This is an optimization exercise on Yosys and OpenROAD, whose aim is small area, not a production implementation.
Only simulation tests tie the RTL to the original design; equivalence was not proved.
No activity file was given, so power comes from the tool's default toggle rates.

### design.v
package mg_pkg;
  typedef logic [8*8-1:0] data_t;
  typedef logic [8-1:0] keep_t;
  typedef logic [82*8-1:0] buf_t;
  typedef logic [6:0] buf_len_t;
  typedef logic [8*8-1:0] sn_t;
  typedef logic [6*8-1:0] name_t;
  typedef logic [31:0] ip_addr_t;
  typedef logic [15:0] ip_port_t;
  typedef logic [47:0] mac_addr_t;
  typedef logic [4*8-1:0] sgap_t;
  typedef enum logic [1:0] {IDLE, DECODE, APPLY} ctrl_state_e;
  typedef enum logic [1:0] {OP_NONE, OP_RESN, OP_SGAP} cfg_op_e;
endpackage
`timescale 1ns/1ps
module mg_node (
  input  logic              clk_in,
  input  logic              rst_in,
  input  logic              rx_valid,
  input  mg_pkg::data_t     rx_data,
  input  mg_pkg::keep_t     rx_keep,
  input  logic              rx_last,
  output logic              credit_return,
  output logic              dev_en,
  output mg_pkg::sn_t       dev_sn,
  output mg_pkg::ip_addr_t  mcgroup_addr,
  output mg_pkg::ip_port_t  mcgroup_port,
  output mg_pkg::mac_addr_t src_mac_addr,
  output mg_pkg::ip_addr_t  src_ip_addr,
  output mg_pkg::ip_port_t  src_port,
  output mg_pkg::sgap_t     local_sgap
);
  localparam logic [95:0] CMD_RESN   = "fonwin:resn:";
  localparam logic [31:0] LOCAL_SGAP = "sgap";
  localparam logic [47:0] DEV_NAME   = "f9pcap";
  localparam logic [1:0] C_MID  = 2'd0;
  localparam logic [1:0] C_NONE = 2'd1;
  localparam logic [1:0] C_RESN = 2'd2;
  localparam logic [1:0] C_SGAP = 2'd3;
  logic [2:0] cnt;
  logic [1:0] wp, rp;
  logic [1:0] qcode [4];
  logic [1:0] hold;      
  logic [1:0] op_q;
  logic       pop;
  logic       apply_resn, apply_sgap, apply_any;
  logic [1:0] frame_code;
  assign pop        = (cnt != 3'd0) && (hold == 2'd0);
  assign apply_any  = (hold == 2'd3) && op_q[1];
  assign apply_resn = apply_any && !op_q[0];
  assign apply_sgap = apply_any &&  op_q[0];
  always_ff @(posedge clk_in) begin
    if (rx_valid) qcode[wp] <= rx_last ? frame_code : C_MID;
  end
  always_ff @(posedge clk_in) begin
    if (rst_in) begin
      cnt           <= '0;
      wp            <= '0;
      rp            <= '0;
      hold          <= '0;
      credit_return <= 1'b0;
    end else begin
      credit_return <= pop;
      if (rx_valid) wp <= wp + 2'd1;
      if (pop)      rp <= rp + 2'd1;
      case ({rx_valid, pop})
        2'b10:   cnt <= cnt + 3'd1;
        2'b01:   cnt <= cnt - 3'd1;
        default: cnt <= cnt;
      endcase
      if (hold != 2'd0) hold <= hold + 2'd1;
      else if (pop && qcode[rp] != C_MID) hold <= 2'd1;
    end
  end
  always_ff @(posedge clk_in) begin
    if (pop) op_q <= qcode[rp];
  end
  logic [5:0] acnt;
  logic [3:0] nbytes;
  logic [5:0] len_next;
  logic [7:0] lane_d [8];
  logic       lane_k [8];
  logic [7:0] s1_d [8], s2_d [8], rot_d [8];
  logic       s1_k [8], s2_k [8], rot_k [8];
  logic [2:0] row [8];
  logic [43:0] we;
  assign nbytes   = rx_keep[0] ? 4'd8 : rx_keep[1] ? 4'd7 : rx_keep[2] ? 4'd6 :
                    rx_keep[3] ? 4'd5 : rx_keep[4] ? 4'd4 : rx_keep[5] ? 4'd3 :
                    rx_keep[6] ? 4'd2 : 4'd1;
  assign len_next = acnt + 6'(nbytes);
  always_comb begin
    for (int i = 0; i < 8; i++) begin
      lane_d[i] = rx_data[(7-i)*8 +: 8];
      lane_k[i] = rx_keep[7-i];
    end
    for (int j = 0; j < 8; j++) begin
      s1_d[j]  = acnt[0] ? lane_d[(j+7)%8] : lane_d[j];
      s1_k[j]  = acnt[0] ? lane_k[(j+7)%8] : lane_k[j];
    end
    for (int j = 0; j < 8; j++) begin
      s2_d[j]  = acnt[1] ? s1_d[(j+6)%8] : s1_d[j];
      s2_k[j]  = acnt[1] ? s1_k[(j+6)%8] : s1_k[j];
    end
    for (int j = 0; j < 8; j++) begin
      rot_d[j] = acnt[2] ? s2_d[(j+4)%8] : s2_d[j];
      rot_k[j] = acnt[2] ? s2_k[(j+4)%8] : s2_k[j];
    end
    for (int j = 0; j < 8; j++) begin
      row[j] = acnt[5:3] + ((3'(j) < acnt[2:0]) ? 3'd1 : 3'd0);
    end
    for (int p = 0; p < 44; p++) begin
      we[p] = (acnt <= 6'(p)) && (len_next > 6'(p));
    end
  end
  logic        hr, hs, hn;         
  logic        ok_r, ok_s, ok_n;
  logic        pend_resn;          
  logic        pend_name;          
  logic        wb, ab;             
  logic [7:0]  bank0 [18:31];
  logic [7:0]  bank1 [18:31];
  logic [7:0]  tail  [32:43];
  logic [7:0]  abank [18:31];
  logic [63:0] sn_ref;
  logic        resn_done, sgap_done;
  always_comb begin
    for (int p = 18; p < 32; p++) abank[p] = ab ? bank1[p] : bank0[p];
  end
  assign sn_ref = pend_resn ? {abank[18], abank[19], abank[20], abank[21],
                               abank[22], abank[23], abank[24], abank[25]}
                            : dev_sn;
  always_comb begin
    ok_r = 1'b1;
    ok_s = 1'b1;
    ok_n = 1'b1;
    for (int p = 0; p < 12; p++) begin
      if (we[p] && rot_d[p%8] != CMD_RESN[(11-p)*8 +: 8]) ok_r = 1'b0;
    end
    for (int p = 0; p < 8; p++) begin
      if (we[p] && rot_d[p%8] != sn_ref[(7-p)*8 +: 8]) ok_s = 1'b0;
    end
    for (int p = 8; p < 12; p++) begin
      if (we[p] && rot_d[p%8] != LOCAL_SGAP[(11-p)*8 +: 8]) ok_s = 1'b0;
    end
    for (int p = 12; p < 18; p++) begin
      if (we[p] && rot_d[p%8] != DEV_NAME[(17-p)*8 +: 8]) ok_n = 1'b0;
    end
  end
  assign resn_done  = hr && ok_r && (len_next == 6'd44);
  assign sgap_done  = hs && ok_s && (len_next == 6'd22);
  assign frame_code = resn_done ? C_RESN : (sgap_done ? C_SGAP : C_NONE);
  always_ff @(posedge clk_in) begin
    if (rst_in) begin
      acnt      <= '0;
      hr        <= 1'b1;
      hs        <= 1'b1;
      hn        <= 1'b1;
      wb        <= 1'b0;
      ab        <= 1'b0;
      pend_resn <= 1'b0;
    end else begin
      if (rx_valid) begin
        if (rx_last) begin
          acnt <= '0;
          hr   <= 1'b1;
          hs   <= 1'b1;
          hn   <= 1'b1;
          if (resn_done || sgap_done) wb <= !wb;
        end else begin
          if (!(acnt[5] && acnt[4])) acnt <= len_next;
          hr <= hr && ok_r;
          hs <= hs && ok_s;
          hn <= hn && ok_n;
        end
      end
      if (apply_any) ab <= !ab;
      if (rx_valid && rx_last && resn_done) pend_resn <= 1'b1;
      else if (apply_resn) pend_resn <= 1'b0;
    end
  end
  always_ff @(posedge clk_in) begin
    if (rx_valid && rx_last && resn_done) pend_name <= hn && ok_n;
  end
  always_ff @(posedge clk_in) begin
    for (int p = 18; p < 32; p++) begin
      if (rx_valid && we[p] && !wb) bank0[p] <= rot_d[p%8];
      if (rx_valid && we[p] &&  wb) bank1[p] <= rot_d[p%8];
    end
    for (int p = 32; p < 44; p++) begin
      if (rx_valid && we[p]) tail[p] <= rot_d[p%8];
    end
  end
  logic name_ok;
  logic r_ld0, r_ld1, r_hold, g_ld0, g_ld1, g_hold;
  logic [111:0] rb0, rb1, rq, rd;
  logic [95:0]  tl, tq, td;
  logic [31:0]  gb0, gb1, gq, gd;
  assign r_ld0  = apply_resn && !ab && !rst_in;
  assign r_ld1  = apply_resn &&  ab && !rst_in;
  assign r_hold = !apply_resn && !rst_in;
  assign g_ld0  = apply_sgap && !ab && !rst_in;
  assign g_ld1  = apply_sgap &&  ab && !rst_in;
  assign g_hold = !apply_sgap && !rst_in;
  always_comb begin
    for (int p = 18; p < 32; p++) begin
      rb0[(31-p)*8 +: 8] = bank0[p];
      rb1[(31-p)*8 +: 8] = bank1[p];
    end
    for (int p = 32; p < 44; p++) tl[(43-p)*8 +: 8] = tail[p];
    gb0 = rb0[111:80];
    gb1 = rb1[111:80];
  end
  assign rq = {dev_sn, mcgroup_addr, mcgroup_port};
  assign tq = {src_mac_addr, src_ip_addr, src_port};
  assign gq = local_sgap;
  assign rd = ({112{r_ld0}} & rb0) | ({112{r_ld1}} & rb1) | ({112{r_hold}} & rq);
  assign td = ({96{r_ld0 | r_ld1}} & tl) | ({96{r_hold}} & tq);
  assign gd = ({32{g_ld0}} & gb0) | ({32{g_ld1}} & gb1) | ({32{g_hold}} & gq);
  always_ff @(posedge clk_in) begin
    {dev_sn, mcgroup_addr, mcgroup_port}    <= rd;
    {src_mac_addr, src_ip_addr, src_port}   <= td;
    local_sgap                              <= gd;
    dev_en  <= name_ok && !rst_in;
    name_ok <= ((r_ld0 | r_ld1) && pend_name) || (r_hold && name_ok);
  end
endmodule
### flow/run.sh
#!/bin/bash
# Layout flow: the standard synthesis, then the combinational logic between
# the (untouched) registers is remapped by ABC for area a few times, keeping
# the smallest netlist, which is proved equivalent to the standard netlist;
# then the standard ORFS layout with single-size port buffers and a clock tree
# of small buffers.
set -euo pipefail
F=$(pwd)/flow
R=$(pwd)/orfs/results/sky130hd/mg_node/base
LIB=$FLOW_HOME/platforms/sky130hd/lib/sky130_fd_sc_hd__tt_025C_1v80.lib

bash standard.sh synth > synth_std.log 2>&1
cp $R/1_2_yosys.v $R/1_2_yosys.std.v

# remap IN OUT TAG: one ABC area pass over the logic between the registers
remap() {
  cat > resynth_$3.ys <<EOY
read_liberty -ignore_miss_func $LIB
blackbox $(cat $F/seqcells.txt)
read_verilog $1
hierarchy -top $FLOW_TOP
flatten
opt_clean
abc -script $F/area.script -liberty $LIB $(cat $F/dontuse.txt) -D 8000
opt_clean -purge
hilomap -singleton -hicell sky130_fd_sc_hd__conb_1 HI -locell sky130_fd_sc_hd__conb_1 LO
splitnets
opt_clean -purge
stat -liberty $LIB
write_verilog -noattr -noexpr -nohex -nodec $2
EOY
  yosys -l resynth_$3.log -q resynth_$3.ys > /dev/null 2>&1 || return 1
  grep "Chip area for module" resynth_$3.log | tail -1 | awk '{print $NF}'
}

best=""; best_area=""; cur=$R/1_2_yosys.std.v
for i in 1 2 3 4 5 6; do
  out=$R/1_2_yosys.r$i.v
  if a=$(remap $cur $out $i); then
    echo "pass $i: $a" >> resynth_status.log
    if [ -z "$best" ] || awk "BEGIN{exit !($a < $best_area)}"; then best=$out; best_area=$a; fi
    cur=$out
  else
    echo "pass $i failed" >> resynth_status.log
    break
  fi
done

ok=0
if [ -n "$best" ]; then
  # combinational equivalence with the registers as cut points
  python3 $F/cutff.py $R/1_2_yosys.std.v eq_a.v $F/seqcells.txt
  python3 $F/cutff.py $best eq_b.v $F/seqcells.txt
  cat > eq.ys <<EOY
read_liberty -ignore_miss_func $LIB
read_verilog eq_a.v
rename $FLOW_TOP gold
read_verilog eq_b.v
rename $FLOW_TOP gate
flatten gold gate
miter -equiv -flatten gold gate miter
hierarchy -top miter
opt_clean
techmap
opt -fast
aigmap
write_aiger -zinit eq_miter.aig
EOY
  if yosys -l eq_yosys.log -q eq.ys > /dev/null 2>&1; then
    yosys-abc -c "read_aiger eq_miter.aig; strash; iprove" > eq_abc.log 2>&1 || true
    na=$(grep -c '^\s*sky130_fd_sc_hd__\(dfxtp\|edfxtp\|dfrtp\|dfxbp\)' $R/1_2_yosys.std.v || true)
    nb=$(grep -c '^\s*sky130_fd_sc_hd__\(dfxtp\|edfxtp\|dfrtp\|dfxbp\)' $best || true)
    if grep -q "^UNSATISFIABLE" eq_abc.log && [ "$na" = "$nb" ]; then ok=1; fi
  fi
fi
if [ $ok = 1 ]; then
  echo "using $best ($best_area), proved equivalent" >> resynth_status.log
  cp $best $R/1_2_yosys.v
else
  echo "remap not used" >> resynth_status.log
fi
rm -f $R/1_synth.odb
touch $R/1_2_yosys.v

export BUFFER_PORTS_ARGS="-buffer_cell sky130_fd_sc_hd__buf_1"
export CTS_ARGS="-sink_clustering_enable -repair_clock_nets -dont_use_dummy_load -sink_clustering_size 9 -sink_clustering_max_diameter 45 -buf_list {sky130_fd_sc_hd__clkbuf_4}"
bash standard.sh finish > standard.log 2>&1
### flow/area.script
strash
dc2
dch -f
amap -m -F 4 -A 10
topo
### flow/cutff.py
import re,sys
# cutff.py IN.v OUT.v seqcells.txt : replace sequential cell instances with ports
seq=set(open(sys.argv[3]).read().split())
txt=open(sys.argv[1]).read()
m=re.search(r'module\s+(\w+)\s*\((.*?)\);',txt,re.S)
head_ports=m.group(2)
newports=[];decls=[];assigns=[]
def repl(mm):
    typ,inst,body=mm.group(1),mm.group(2),mm.group(3)
    if typ not in seq: return mm.group(0)
    pins=re.findall(r'\.(\w+)\(([^()]*)\)',body)
    base=re.sub(r'[^A-Za-z0-9_]','_',inst.strip().lstrip('\\'))
    for p,net in pins:
        net=net.strip()
        if p in ('Q','Q_N'):
            pn=f'ff_{base}_{p}'; newports.append(pn); decls.append(f'input {pn};'); assigns.append(f'assign {net} = {pn} ;')
        elif p in ('CLK','GATE','CLK_N'):
            continue
        else:
            pn=f'ffin_{base}_{p}'; newports.append(pn); decls.append(f'output {pn};'); assigns.append(f'assign {pn} = {net} ;')
    return ''
body=re.sub(r'^\s*(sky130_fd_sc_hd__\w+)\s+(\S+)\s*\((.*?)\);',repl,txt,flags=re.S|re.M)
newports.sort()
body=body.replace(m.group(0),f'module {m.group(1)}({head_ports}, {", ".join(newports)});\n'+'\n'.join(sorted(decls)),1)
body=body.replace('endmodule','\n'.join(assigns)+'\nendmodule')
open(sys.argv[2],'w').write(body)
### flow/dontuse.txt
-dont_use sky130_fd_sc_hd__probe_p_8 -dont_use sky130_fd_sc_hd__probec_p_8 -dont_use sky130_fd_sc_hd__lpflow_bleeder_1 -dont_use sky130_fd_sc_hd__lpflow_clkbufkapwr_1 -dont_use sky130_fd_sc_hd__lpflow_clkbufkapwr_16 -dont_use sky130_fd_sc_hd__lpflow_clkbufkapwr_2 -dont_use sky130_fd_sc_hd__lpflow_clkbufkapwr_4 -dont_use sky130_fd_sc_hd__lpflow_clkbufkapwr_8 -dont_use sky130_fd_sc_hd__lpflow_clkinvkapwr_1 -dont_use sky130_fd_sc_hd__lpflow_clkinvkapwr_16 -dont_use sky130_fd_sc_hd__lpflow_clkinvkapwr_2 -dont_use sky130_fd_sc_hd__lpflow_clkinvkapwr_4 -dont_use sky130_fd_sc_hd__lpflow_clkinvkapwr_8 -dont_use sky130_fd_sc_hd__lpflow_decapkapwr_12 -dont_use sky130_fd_sc_hd__lpflow_decapkapwr_3 -dont_use sky130_fd_sc_hd__lpflow_decapkapwr_4 -dont_use sky130_fd_sc_hd__lpflow_decapkapwr_6 -dont_use sky130_fd_sc_hd__lpflow_decapkapwr_8 -dont_use sky130_fd_sc_hd__lpflow_inputiso0n_1 -dont_use sky130_fd_sc_hd__lpflow_inputiso0p_1 -dont_use sky130_fd_sc_hd__lpflow_inputiso1n_1 -dont_use sky130_fd_sc_hd__lpflow_inputiso1p_1 -dont_use sky130_fd_sc_hd__lpflow_inputisolatch_1 -dont_use sky130_fd_sc_hd__lpflow_isobufsrc_1 -dont_use sky130_fd_sc_hd__lpflow_isobufsrc_16 -dont_use sky130_fd_sc_hd__lpflow_isobufsrc_2 -dont_use sky130_fd_sc_hd__lpflow_isobufsrc_4 -dont_use sky130_fd_sc_hd__lpflow_isobufsrc_8 -dont_use sky130_fd_sc_hd__lpflow_isobufsrckapwr_16 -dont_use sky130_fd_sc_hd__lpflow_lsbuf_lh_hl_isowell_tap_1 -dont_use sky130_fd_sc_hd__lpflow_lsbuf_lh_hl_isowell_tap_2 -dont_use sky130_fd_sc_hd__lpflow_lsbuf_lh_hl_isowell_tap_4 -dont_use sky130_fd_sc_hd__lpflow_lsbuf_lh_isowell_4 -dont_use sky130_fd_sc_hd__lpflow_lsbuf_lh_isowell_tap_1 -dont_use sky130_fd_sc_hd__lpflow_lsbuf_lh_isowell_tap_2 -dont_use sky130_fd_sc_hd__lpflow_lsbuf_lh_isowell_tap_4 
### flow/seqcells.txt
sky130_fd_sc_hd__dfbbn_1 sky130_fd_sc_hd__dfbbn_2 sky130_fd_sc_hd__dfbbp_1 sky130_fd_sc_hd__dfrbp_1 sky130_fd_sc_hd__dfrbp_2 sky130_fd_sc_hd__dfrtn_1 sky130_fd_sc_hd__dfrtp_1 sky130_fd_sc_hd__dfrtp_2 sky130_fd_sc_hd__dfrtp_4 sky130_fd_sc_hd__dfsbp_1 sky130_fd_sc_hd__dfsbp_2 sky130_fd_sc_hd__dfstp_1 sky130_fd_sc_hd__dfstp_2 sky130_fd_sc_hd__dfstp_4 sky130_fd_sc_hd__dfxbp_1 sky130_fd_sc_hd__dfxbp_2 sky130_fd_sc_hd__dfxtp_1 sky130_fd_sc_hd__dfxtp_2 sky130_fd_sc_hd__dfxtp_4 sky130_fd_sc_hd__dlrbn_1 sky130_fd_sc_hd__dlrbn_2 sky130_fd_sc_hd__dlrbp_1 sky130_fd_sc_hd__dlrbp_2 sky130_fd_sc_hd__dlrtn_1 sky130_fd_sc_hd__dlrtn_2 sky130_fd_sc_hd__dlrtn_4 sky130_fd_sc_hd__dlrtp_1 sky130_fd_sc_hd__dlrtp_2 sky130_fd_sc_hd__dlrtp_4 sky130_fd_sc_hd__dlxbn_1 sky130_fd_sc_hd__dlxbn_2 sky130_fd_sc_hd__dlxbp_1 sky130_fd_sc_hd__dlxtn_1 sky130_fd_sc_hd__dlxtn_2 sky130_fd_sc_hd__dlxtn_4 sky130_fd_sc_hd__dlxtp_1 sky130_fd_sc_hd__edfxbp_1 sky130_fd_sc_hd__edfxtp_1 sky130_fd_sc_hd__lpflow_inputisolatch_1 sky130_fd_sc_hd__sdfbbn_1 sky130_fd_sc_hd__sdfbbn_2 sky130_fd_sc_hd__sdfbbp_1 sky130_fd_sc_hd__sdfrbp_1 sky130_fd_sc_hd__sdfrbp_2 sky130_fd_sc_hd__sdfrtn_1 sky130_fd_sc_hd__sdfrtp_1 sky130_fd_sc_hd__sdfrtp_2 sky130_fd_sc_hd__sdfrtp_4 sky130_fd_sc_hd__sdfsbp_1 sky130_fd_sc_hd__sdfsbp_2 sky130_fd_sc_hd__sdfstp_1 sky130_fd_sc_hd__sdfstp_2 sky130_fd_sc_hd__sdfstp_4 sky130_fd_sc_hd__sdfxbp_1 sky130_fd_sc_hd__sdfxbp_2 sky130_fd_sc_hd__sdfxtp_1 sky130_fd_sc_hd__sdfxtp_2 sky130_fd_sc_hd__sdfxtp_4 sky130_fd_sc_hd__sedfxbp_1 sky130_fd_sc_hd__sedfxbp_2 sky130_fd_sc_hd__sedfxtp_1 sky130_fd_sc_hd__sedfxtp_2 sky130_fd_sc_hd__sedfxtp_4
### standard.sh
#!/bin/bash
# synth_recipe.tcl (not shown) runs the flow's synth.tcl, then flattens the netlist and writes it again
# the make line also repeats each setting of config.mk as NAME=value (left out here)
make -C /OpenROAD-flow-scripts/flow DESIGN_CONFIG=/design/flow/config.mk WORK_HOME=/design/flow/orfs CLKGATE_MAP_FILE= SYNTH_SCRIPT=/design/flow/synth_recipe.tcl "${@:-finish}"
### config.mk
export PLATFORM = sky130hd
export DESIGN_NAME = mg_node
export DESIGN_NICKNAME = mg_node
export VERILOG_FILES = /design/flow/design.v
export SDC_FILE = /design/flow/constraint.sdc
export NUM_CORES = 8
export LEC_CHECK = 0
export ABC_AREA = 1
export CAP_MARGIN = 20
export CORE_MARGIN = 2
export CORE_UTILIZATION = 65
export SLEW_MARGIN = 20
### constraint.sdc
create_clock -name core_clock -period 8.0 [get_ports {clk_in}]
set_input_delay 1.6000 -clock core_clock [delete_from_list [all_inputs] [get_ports {clk_in}]]
set_output_delay 1.6000 -clock core_clock [all_outputs]
set_load 0.01 [all_outputs]
==> reports/qor.yml <==
run_status:
  status: "complete, no violations"
detailed_routing:
  vias: 19000
  drt-total-wl_um: 72200
  drc: 0
  drt_iter0_drc: 2558
  drt_pass1_iterations: 10
  wl_per_cell_um: 26.1
  ant_nets: 0
  vias_per_cell: 6.89
timing:
  worstMarginPinSlew_ps: 1140
  fin_crit_ps: 6310
  relSlewSlack_pct: 23.8
  setup_tns_ps: 0
  rsz0062_at_grt: "no"
  finalCritPeriodShare_pct: 78.9
  skew_ps: 90.2
  setup_violations: 0
  fin_hold_ws_ps: 408
  hold_viol_final: 0
  fmax_ghz: 0.158
  slew_violations: 0
logic_synthesis:
  synthCells: 1863
  syn_area_per_cell_um2: 12.1
  mappedNetlistArea_um2: 22600
  ys_warn_count: 14
  synth_nets: 1939
global_route:
  grt_max_degree: 96
  use_met1_pct: 52.1
  use_met2_pct: 62.3
  grt_overflow: 0
  grt_use_met3_pct: 8.21
  grt_most_used_layer: "met2"
  grt_use_total_pct: 39.3
  grt_pass1_vias: 18000
  antenna_found_initial: 2
  grt_pass1_wl_um: 105000
layout:
  final_cell_area_um2: 25300
  nets: 2382
  mostFrequentLayoutCells: "o22ai_1, edfxtp_1, buf_1, dfxtp_1, clkinv_1"
  layout_commonest_cell: "o22ai_1"
  final_layout_size_suffix_gt1_share_pct: 6.25
  syn_to_final_growth_pct: 12.2
  fin_util_pct: 73.7
clocking:
  cts_root_buf: "clkbuf_4"
  htree_levels: 3
  cts.repair.resized: 0
  cts_sinks: 597
  insertion_delay_ps: 830
  cts_setup_buffers: 0
  cts_buffers: 79
  hold_buffers: 0
  cts_tree: "yes"
  clk_path_buf_depth: 3
  clkTransAtPathRegs_ps: 100
placement:
  io_buffers: 316
  dp_hpwl_um: 49900
  globalplace.congestion: 0.983
  place_area_um2: 24700
worst_setup_path:
  arrival_ps: 6910
  reg2reg_to: "qcode[3][1]"
  cp_num_buf_inv: 6
  crit_start: "rx_keep[4]"
  crit_required_ps: 8600
  path_common_cell: "nor2_1"
  cp-end-kind: "register"
  critPathKind: "in2reg"
  critPathLaunchType: "input port"
  r2r_slack_ps: 2190
  reg2reg_depth: 21
  endpoint: "qcode[3][1]"
  path_delay_family: "compound AO/OA/AOI/OAI gates"
  slowest_stage: "nor4_1"
  rr_startpoint: "acnt[2]"
  cp.depth: 27
  critPathMaxStageDelay_ps: 450
  crit_path_max_fanout: 8
die:
  dieWidth_um: 190
  num_rows: 68
  fp.coreArea_um2: 34400
  initial_core_util_pct: 65.6
  die-area_um2: 36200
  io-pin-count: 318
  dieHeight_um: 190
pwr:
  vdd_drop_max_mv: 0.210
  p_leak_nw: 8.07
  power_mw: 5.47
  power_density_nw_per_um2: 216
worst_hold_path:
  hold_class: "reg2reg"
run:
  cap_violations: 0
[tightest hold or removal path: cells and delay by family, from the launching register on]
family / cells / cell delay (ps)
buf+inv: 1 / 40
simple gates: 1 / 30
flops: 1 / 310
[power breakdown]
| group | switching (mW) | internal, mW | leakage (nW) |
|---|---|---|---|
| Sequential | 0.0497 | 3.34 | 5.13 |
| Clock | 0.931 | 0.455 | 0.363 |
| Combinational | 0.505 | 0.192 | 2.57 |
[layer usage]
| layer | share of wire, % | up-vias |
|---|---|---|
| li1 | - | 8308 |
| met1 | 37 | 9063 |
| met2 | 47 | 1399 |
| met3 | 12 | 251 |
| met4 | 4.7 | 0 |
| met5 | 0 | - |
[how the worst min path moves through the flow]
| stage | startpoint | endpoint | depth (start not counted) | slack, ps |
|---|---|---|---|---|
| final | name_ok | dev_en | 2 | 410 |
| after global routing | name_ok | dev_en | 2 | 430 |
| after CTS | name_ok | dev_en | 2 | 410 |
| after detailed placement | name_ok | dev_en | 2 | 410 |
| after global placement | name_ok | dev_en | 2 | 410 |
| after floorplan | name_ok | dev_en | 2 | 390 |
[state kept, by name, indices dropped and copies added, names as in the netlist, 2 cells and up, named ones only]
register,count
mcgroup_port,16
acnt,6
op_q,2
src_mac_addr,48
qcode,8
bank0,112
src_ip_addr,32
src_port,16
bank1,112
tail,96
dev_sn,64
rp,2
mcgroup_addr,32
local_sgap,32
wp,2
hold,2
cnt,3
[stage by stage]
stage / setup slack [ps] / cells
2_1_floorplan: 386 / 1863
3_3_place_gp: 1230 / 2680
3_5_place_dp: 1150 / 2680
4_1_cts: 1920 / 2759
5_1_grt: 1160 / 2761
6_report: 1690 / 2761
[final cells by class]
type	count	area (µm²)
sequential	597	15300
fill	2373	9060
multi-input combinational	1056	6560
timing repair buffer	362	1530
inverter	210	791
clock buffer	79	593
tap	455	569
antenna	2	5.00

-- static timing again, ports no longer ideal --
In the flow no input, the clock included, has a driving cell. The finished layout below was timed again as built, in two steps.
Step 1 (the two cells are an assumption about what drives the block):
set clk [get_ports {clk_in}]
set_driving_cell -lib_cell sky130_fd_sc_hd__clkbuf_16 $clk
set_driving_cell -lib_cell sky130_fd_sc_hd__buf_2 [delete_from_list [all_inputs] $clk]
Step 2 moves the port delays by t, midway between the first and last clock arrival at a register: inputs arrive t later, outputs are due t later. That takes back most of the time a late clock gives input paths.
Slacks: no drivers / after step 1 / after step 2; pairs: no drivers / after step 1.
t (ns): 0.837
setup WS [ns]: 1.686 / 1.721 / 0.884
worst setup path after step 2: input to register
worst data-port slew with drivers (ns): 0.07
cell pins on the clock port's net: 1
After both steps setup and hold are still met in this run. For this run, drivers alone change the setup slack by +0.035 ns; drivers and shift together by -0.802 ns.
